Context: an optimization exercise on an open-source flow, tuned for small area and a short achievable clock period. The choices shown serve that exercise and are no tape-out recipe. Where RTL was checked, it was by simulation tests only, not by an equivalence proof against the original. No activity file was given, so power comes from the tool's default toggle rates.

Setup of JK:
==> flow/design.v <==
package arena_pkg;
    typedef logic [10-1:0] coord_t;
    typedef logic [15:0] score_t;
    typedef enum logic [1:0] {
        ST_START = 2'd0,
        ST_PLAY  = 2'd1,
        ST_DEAD  = 2'd2
    } game_state_t;
endpackage
module arena_top
(
    input  logic                    Clk,
    input  logic                    rst_n,
    input  logic                    wb_cyc,
    input  logic                    wb_stb,
    input  logic                    wb_we,
    input  logic [3-1:0] wb_adr,
    input  logic [31:0]             wb_dat_w,
    output logic [31:0]             wb_dat_r,
    output logic                    wb_ack,
    input  arena_pkg::coord_t                  pix_x,
    input  arena_pkg::coord_t                  pix_y,
    input  logic                    pix_valid,
    input  logic                    frame_tick
);
    localparam int CW = 10;
    localparam int NS = 4;
    function automatic logic lt11(input logic [CW:0] a, input logic [CW:0] b);
        logic [15:0] g;
        logic [15:0] l;
        g = '0;
        l = '0;
        g[CW:0] = ~a & b;
        l[CW:0] = a & ~b;
        for (int s = 1; s < 16; s = s * 2) begin
            for (int i = 0; i + s < 16; i = i + 2 * s) begin
                g[i] = g[i+s] | (~l[i+s] & g[i]);
                l[i] = l[i+s] | (~g[i+s] & l[i]);
            end
        end
        lt11 = g[0];
    endfunction
    function automatic logic in_span(input logic [CW-1:0] p, input logic [CW-1:0] lo,
                                     input logic [CW:0] hi);
        in_span = !lt11({1'b0, p}, {1'b0, lo}) && lt11({1'b0, p}, hi);
    endfunction
    logic          start_cmd;
    logic          play;             
    logic          dead;             
    logic          restart;
    logic [CW-1:0] player_x, player_y;
    logic [CW-1:0] bullet_x, bullet_y;
    logic          bullet_en;
    logic [1:0]    spawn_idx;
    logic [15:0]   score_base;       
    logic [NS-1:0] kill_q;
    logic [NS-1:0] alive;
    logic [NS-1:0][CW-1:0] mon_x;
    logic [NS-1:0][CW-1:0] mon_y;
    logic req, wr;
    assign req = wb_cyc && wb_stb && !wb_ack;
    assign wr  = req && wb_we;
    logic [15:0] score;
    assign score = score_base + 16'(kill_q[0]) + 16'(kill_q[1]) + 16'(kill_q[2]) + 16'(kill_q[3]);
    logic [31:0] rd_data;
    always_comb begin
        rd_data = '0;
        case (wb_adr)
            3'd1: begin
                rd_data[CW-1:0]  = player_x;
                rd_data[16 +: CW] = player_y;
            end
            3'd2: begin
                rd_data[CW-1:0]  = bullet_x;
                rd_data[16 +: CW] = bullet_y;
                rd_data[31]      = bullet_en;
            end
            3'd3: begin
                rd_data[1:0]   = {dead, play};
                rd_data[31:16] = score;
            end
            3'd4, 3'd5, 3'd6, 3'd7: begin
                rd_data[CW-1:0]  = mon_x[wb_adr[1:0]];
                rd_data[16 +: CW] = mon_y[wb_adr[1:0]];
                rd_data[31]      = alive[wb_adr[1:0]];
            end
            default: ;
        endcase
    end
    always_ff @(posedge Clk) begin
        wb_dat_r <= rd_data;
    end
    always_ff @(posedge Clk) begin
        if (!rst_n) begin
            wb_ack    <= 1'b0;
            start_cmd <= 1'b0;
            player_x  <= '0;
            player_y  <= '0;
            bullet_x  <= '0;
            bullet_y  <= '0;
            bullet_en <= 1'b0;
        end else begin
            wb_ack    <= req;
            start_cmd <= wr && (wb_adr == 3'd0) && wb_dat_w[0];
            if (wr && wb_adr == 3'd1) begin
                player_x <= wb_dat_w[CW-1:0];
                player_y <= wb_dat_w[16 +: CW];
            end
            if (wr && wb_adr == 3'd2) begin
                bullet_x  <= wb_dat_w[CW-1:0];
                bullet_y  <= wb_dat_w[16 +: CW];
                bullet_en <= wb_dat_w[31];
            end
        end
    end
    logic [NS-1:0] mon_hit;
    logic [NS-1:0] kill;
    logic          bullet_hit, player_hit, player_dead;
    always_comb begin
        for (int i = 0; i < NS; i++) begin
            mon_hit[i] = pix_valid && alive[i] &&
                         in_span(pix_x, mon_x[i], {1'b0, mon_x[i]} + (CW+1)'(22)) &&
                         in_span(pix_y, mon_y[i], {1'b0, mon_y[i]} + (CW+1)'(22));
        end
    end
    assign bullet_hit = pix_valid && bullet_en &&
        in_span(pix_x, bullet_x, {1'b0, bullet_x} + (CW+1)'(4)) &&
        in_span(pix_y, bullet_y, {1'b0, bullet_y} + (CW+1)'(4));
    assign player_hit = pix_valid &&
        in_span(pix_x, player_x, {1'b0, player_x} + (CW+1)'(25)) &&
        in_span(pix_y, player_y, {1'b0, player_y} + (CW+1)'(30));
    assign kill        = (play && bullet_hit) ? mon_hit : '0;
    assign player_dead = play && player_hit && (|mon_hit);
    always_ff @(posedge Clk) begin
        if (!rst_n) begin
            play    <= 1'b0;
            dead    <= 1'b0;
            restart <= 1'b0;
        end else begin
            restart <= start_cmd && !play;
            if (play) begin
                play <= !player_dead;
                dead <= player_dead;
            end else if (start_cmd) begin
                play <= 1'b1;
                dead <= 1'b0;
            end
        end
    end
    always_ff @(posedge Clk) begin
        if (!rst_n || restart) begin
            score_base <= '0;
            kill_q     <= '0;
        end else begin
            score_base <= score;
            kill_q     <= kill;
        end
    end
    logic [NS-1:0] spawn_load;
    logic [CW-1:0] spawn_x, spawn_y;
    assign spawn_load = (frame_tick && play && !restart) ? (~alive & (alive + 1'b1)) : '0;
    always_comb begin
        case (spawn_idx)
            2'd0: begin spawn_x = CW'(12); spawn_y = CW'(240); end
            2'd1: begin spawn_x = CW'(240); spawn_y = CW'(12); end
            2'd2: begin spawn_x = CW'(468); spawn_y = CW'(240); end
            default: begin spawn_x = CW'(240); spawn_y = CW'(468); end
        endcase
    end
    always_ff @(posedge Clk) begin
        if (!rst_n || restart) begin
            spawn_idx <= 2'd0;
        end else if (|spawn_load) begin
            spawn_idx <= spawn_idx + 2'd1;
        end
    end
    for (genvar i = 0; i < NS; i++) begin : g_slot
        logic x_lt, x_gt, y_lt, y_gt;
        assign x_lt = lt11({1'b0, mon_x[i]}, {1'b0, player_x});
        assign x_gt = lt11({1'b0, player_x}, {1'b0, mon_x[i]});
        assign y_lt = lt11({1'b0, mon_y[i]}, {1'b0, player_y});
        assign y_gt = lt11({1'b0, player_y}, {1'b0, mon_y[i]});
        always_ff @(posedge Clk) begin
            if (!rst_n) begin
                alive[i] <= 1'b0;
                mon_x[i] <= '0;
                mon_y[i] <= '0;
            end else if (restart || kill[i]) begin
                alive[i] <= 1'b0;
            end else if (spawn_load[i]) begin
                alive[i] <= 1'b1;
                mon_x[i] <= spawn_x;
                mon_y[i] <= spawn_y;
            end else if (frame_tick && alive[i]) begin
                if (x_lt) mon_x[i] <= mon_x[i] + 1'b1;
                else if (x_gt) mon_x[i] <= mon_x[i] - 1'b1;
                if (y_lt) mon_y[i] <= mon_y[i] + 1'b1;
                else if (y_gt) mon_y[i] <= mon_y[i] - 1'b1;
            end
        end
    end
endmodule
export LEC_CHECK = 0
export CAP_MARGIN = 20
export CORE_MARGIN = 2
export CORE_UTILIZATION = 40
export SLEW_MARGIN = 20
create_clock -name core_clock -period 5.8 [get_ports {Clk}]
run.sh (not shown) runs the stock make flow with config.mk's settings and CLKGATE_MAP_FILE= SYNTH_SCRIPT=/design/flow/synth_recipe.tcl, a recipe that flattens the netlist after the stock synthesis.
diff inputs: JK => MS
diff --git a/flow/design.v b/flow/design.v
--- a/flow/design.v
+++ b/flow/design.v
@@ -28,13 +28,13 @@
     function automatic logic lt11(input logic [CW:0] a, input logic [CW:0] b);
         logic [15:0] g;
-        logic [15:0] l;
+        logic [15:0] e;
         g = '0;
-        l = '0;
+        e = '1;
         g[CW:0] = ~a & b;
-        l[CW:0] = a & ~b;
+        e[CW:0] = ~(a ^ b);
         for (int s = 1; s < 16; s = s * 2) begin
             for (int i = 0; i + s < 16; i = i + 2 * s) begin
-                g[i] = g[i+s] | (~l[i+s] & g[i]);
-                l[i] = l[i+s] | (~g[i+s] & l[i]);
+                g[i] = g[i+s] | (e[i+s] & g[i]);
+                e[i] = e[i+s] & e[i];
             end
         end
MS vs JK on global-route usage: MS is the lower one. Looking at initial standard-cell utilization of the core, MS sits 0.27 points above JK. Where routed wire length is concerned, JK is outperformed by MS. Area growth from synthesis to layout, MS and JK, higher one = MS. [compare] base=JK new=MS: worst-case reg-to-reg path depth fell by 3; critical path depth fell 3.
No run of this note included a check of the RTL's function; only the layout flow was run.


Another version of the RTL of arena_top (not shown whole).
For scale: roughly 3100 cells after synthesis, roughly 200 flip-flops, ~95 I/O pins, about 18000 µm² of cells after synthesis.
Design arena_top, start of the top module:
module arena_top
(
    input  logic                    Clk,
    input  logic                    rst_n,
    input  logic                    wb_cyc,
    input  logic                    wb_stb,
    input  logic                    wb_we,
    input  logic [3-1:0] wb_adr,
    input  logic [31:0]             wb_dat_w,
    output logic [31:0]             wb_dat_r,
    output logic                    wb_ack,
    input  arena_pkg::coord_t                  pix_x,
    input  arena_pkg::coord_t                  pix_y,
    input  logic                    pix_valid,
    input  logic                    frame_tick
);
export LEC_CHECK = 0
export ABC_AREA = 1
export CAP_MARGIN = 20
export CORE_MARGIN = 2
export CORE_UTILIZATION = 55
export SETUP_SLACK_MARGIN = 3.5
export SLEW_MARGIN = 20
export TNS_END_PERCENT = 0
create_clock -name core_clock -period 5.8 [get_ports {Clk}]
standard.sh (not shown) runs the stock make flow with config.mk's settings and CLKGATE_MAP_FILE= SYNTH_SCRIPT=/design/flow/synth_recipe.tcl, a recipe that flattens the netlist after the stock synthesis.
==> flow/flow/run.sh <==
#!/bin/bash
# The standard layout with these changes:
#  - synthesis maps with the ABC script in flow/abc_area.script (selected by
#    ABC_AREA=1) and leaves adders to ABC (no ADDER_MAP_FILE); the rest of the
#    ORFS scripts are unchanged copies
#  - the port buffers are plain buf cells, which the timing repair can resize
#  - timing repair may resize cells to other footprints
#  - the slow low-power clock inverters (clkinvlp) and the slower variants of
#    cells that have a faster one of the same area are added to the
#    platform's don't-use list, so logic is not mapped onto them
set -euo pipefail
PLATFORM_DONT_USE="sky130_fd_sc_hd__probe_p_8 sky130_fd_sc_hd__probec_p_8 sky130_fd_sc_hd__lpflow_bleeder_1 sky130_fd_sc_hd__lpflow_clkbufkapwr_1 sky130_fd_sc_hd__lpflow_clkbufkapwr_16 sky130_fd_sc_hd__lpflow_clkbufkapwr_2 sky130_fd_sc_hd__lpflow_clkbufkapwr_4 sky130_fd_sc_hd__lpflow_clkbufkapwr_8 sky130_fd_sc_hd__lpflow_clkinvkapwr_1 sky130_fd_sc_hd__lpflow_clkinvkapwr_16 sky130_fd_sc_hd__lpflow_clkinvkapwr_2 sky130_fd_sc_hd__lpflow_clkinvkapwr_4 sky130_fd_sc_hd__lpflow_clkinvkapwr_8 sky130_fd_sc_hd__lpflow_decapkapwr_12 sky130_fd_sc_hd__lpflow_decapkapwr_3 sky130_fd_sc_hd__lpflow_decapkapwr_4 sky130_fd_sc_hd__lpflow_decapkapwr_6 sky130_fd_sc_hd__lpflow_decapkapwr_8 sky130_fd_sc_hd__lpflow_inputiso0n_1 sky130_fd_sc_hd__lpflow_inputiso0p_1 sky130_fd_sc_hd__lpflow_inputiso1n_1 sky130_fd_sc_hd__lpflow_inputiso1p_1 sky130_fd_sc_hd__lpflow_inputisolatch_1 sky130_fd_sc_hd__lpflow_isobufsrc_1 sky130_fd_sc_hd__lpflow_isobufsrc_16 sky130_fd_sc_hd__lpflow_isobufsrc_2 sky130_fd_sc_hd__lpflow_isobufsrc_4 sky130_fd_sc_hd__lpflow_isobufsrc_8 sky130_fd_sc_hd__lpflow_isobufsrckapwr_16 sky130_fd_sc_hd__lpflow_lsbuf_lh_hl_isowell_tap_1 sky130_fd_sc_hd__lpflow_lsbuf_lh_hl_isowell_tap_2 sky130_fd_sc_hd__lpflow_lsbuf_lh_hl_isowell_tap_4 sky130_fd_sc_hd__lpflow_lsbuf_lh_isowell_4 sky130_fd_sc_hd__lpflow_lsbuf_lh_isowell_tap_1 sky130_fd_sc_hd__lpflow_lsbuf_lh_isowell_tap_2 sky130_fd_sc_hd__lpflow_lsbuf_lh_isowell_tap_4"
SLOW_SAME_AREA="sky130_fd_sc_hd__o21ai_0 sky130_fd_sc_hd__a21boi_0 sky130_fd_sc_hd__and2_0 sky130_fd_sc_hd__o311ai_0 sky130_fd_sc_hd__or2_0"
rm -rf scripts_copy
cp -r "$FLOW_HOME/scripts" scripts_copy
cp flow/abc_area.script scripts_copy/abc_area.script
bash standard.sh "SCRIPTS_DIR=$PWD/scripts_copy" ADDER_MAP_FILE= \
    "BUFFER_PORTS_ARGS=-buffer_cell sky130_fd_sc_hd__buf_2" \
    MATCH_CELL_FOOTPRINT=0 \
    "DONT_USE_CELLS=$PLATFORM_DONT_USE sky130_fd_sc_hd__clkinvlp_2 sky130_fd_sc_hd__clkinvlp_4 $SLOW_SAME_AREA" \
    finish > standard_flow.log 2>&1
Other scripts of this flow, unchanged in this note and not shown: flow/flow/abc_area.script
Next try:
--- a/flow/design.v
+++ b/flow/design.v
@@ -167,34 +167,32 @@
             if (wr && wb_adr == 3'd2) begin
                 bullet_x  <= wb_dat_w[CW-1:0];
                 bullet_y  <= wb_dat_w[16 +: CW];
                 bullet_en <= wb_dat_w[31];
             end
         end
     end
     logic [NS-1:0] mon_hit;
     logic [NS-1:0] kill;
     logic          bullet_hit, player_hit, player_dead;
     logic [NS-1:0] mon_box;
     logic          bullet_box, player_box;
+    logic [CW:0] pix_x_lo, pix_y_lo;
+    assign pix_x_lo = {1'b0, pix_x} - (CW+1)'(22 - 1);
+    assign pix_y_lo = {1'b0, pix_y} - (CW+1)'(22 - 1);
     for (genvar i = 0; i < NS; i++) begin : g_hit
-        arena_box_hit mon_box_i (
-            .px  (pix_x),
-            .py  (pix_y),
-            .lox (mon_x[i]),
-            .loy (mon_y[i]),
-            .hix ({1'b0, mon_x[i]} + (CW+1)'(22)),
-            .hiy ({1'b0, mon_y[i]} + (CW+1)'(22)),
-            .hit (mon_box[i])
-        );
+        assign mon_box[i] = !lt11({1'b0, pix_x}, {1'b0, mon_x[i]}) &&
+                            (pix_x_lo[CW] || !lt11({1'b0, mon_x[i]}, pix_x_lo)) &&
+                            !lt11({1'b0, pix_y}, {1'b0, mon_y[i]}) &&
+                            (pix_y_lo[CW] || !lt11({1'b0, mon_y[i]}, pix_y_lo));
     end
     arena_box_hit bullet_box_i (
         .px  (pix_x),
         .py  (pix_y),
         .lox (bullet_x),
         .loy (bullet_y),
         .hix ({1'b0, bullet_x} + (CW+1)'(4)),
         .hiy ({1'b0, bullet_y} + (CW+1)'(4)),
         .hit (bullet_box)
     );
     arena_box_hit player_box_i (
         .px  (pix_x),
What happened:
- wire length came out lower by 3.1%
- cell count came out lower by 2.9%
- core utilization came out higher by 0.11 points
- total power came out higher by 0.97%
- sequential cell count stays the same
- design area came out lower by 3.2%
- clock-buffer cell count came out higher by 5
- via count came out lower by 2.1%
- die area came out lower by 3.3%
- setup slack got worse by 270 ps
- sequential share of layout area came out higher by 0.18 points
- synthesized cell count came out lower by 4.1%
- area after synthesis came out lower by 3.3%
- critical path depth came out higher by 7
For the second run of this note, only the layout was checked, not whether the RTL still works.

==> static timing again, ports no longer ideal <==
How much do the figures lean on ideal ports? The routed layouts below were timed once more, with nothing changed but the port constraints.
Step 1 (the two cells are an assumption about what drives the block):
set clk [get_ports {Clk}]
set_driving_cell -lib_cell sky130_fd_sc_hd__clkbuf_16 $clk
set_driving_cell -lib_cell sky130_fd_sc_hd__buf_2 [delete_from_list [all_inputs] $clk]
Step 2 moves the port delays by t, midway between the first and last clock arrival at a register: inputs arrive t later, outputs are due t later. That takes back most of the time a late clock gives input paths.
Three values: ideal, step 1, step 2; two values: the first two.
run	t (ns)	slack for setup (ns)	worst hold slack (ns)
JK	0.532	0.790 / 0.790 / 0.688	0.453 / 0.453 / 0.453
MS	0.528	0.974 / 0.974 / 0.766	0.442 / 0.442 / 0.442
the first run of note 2	0.520	3.301 / 3.329 / 2.809	0.471 / 0.471 / 0.471
the second run of note 2	0.525	3.029 / 3.031 / 2.506	0.428 / 0.428 / 0.428
After both steps setup and hold are still met in every run listed. For the second run of note 2, which loses most, drivers alone change the setup slack by +0.002 ns; drivers and shift together by -0.523 ns.
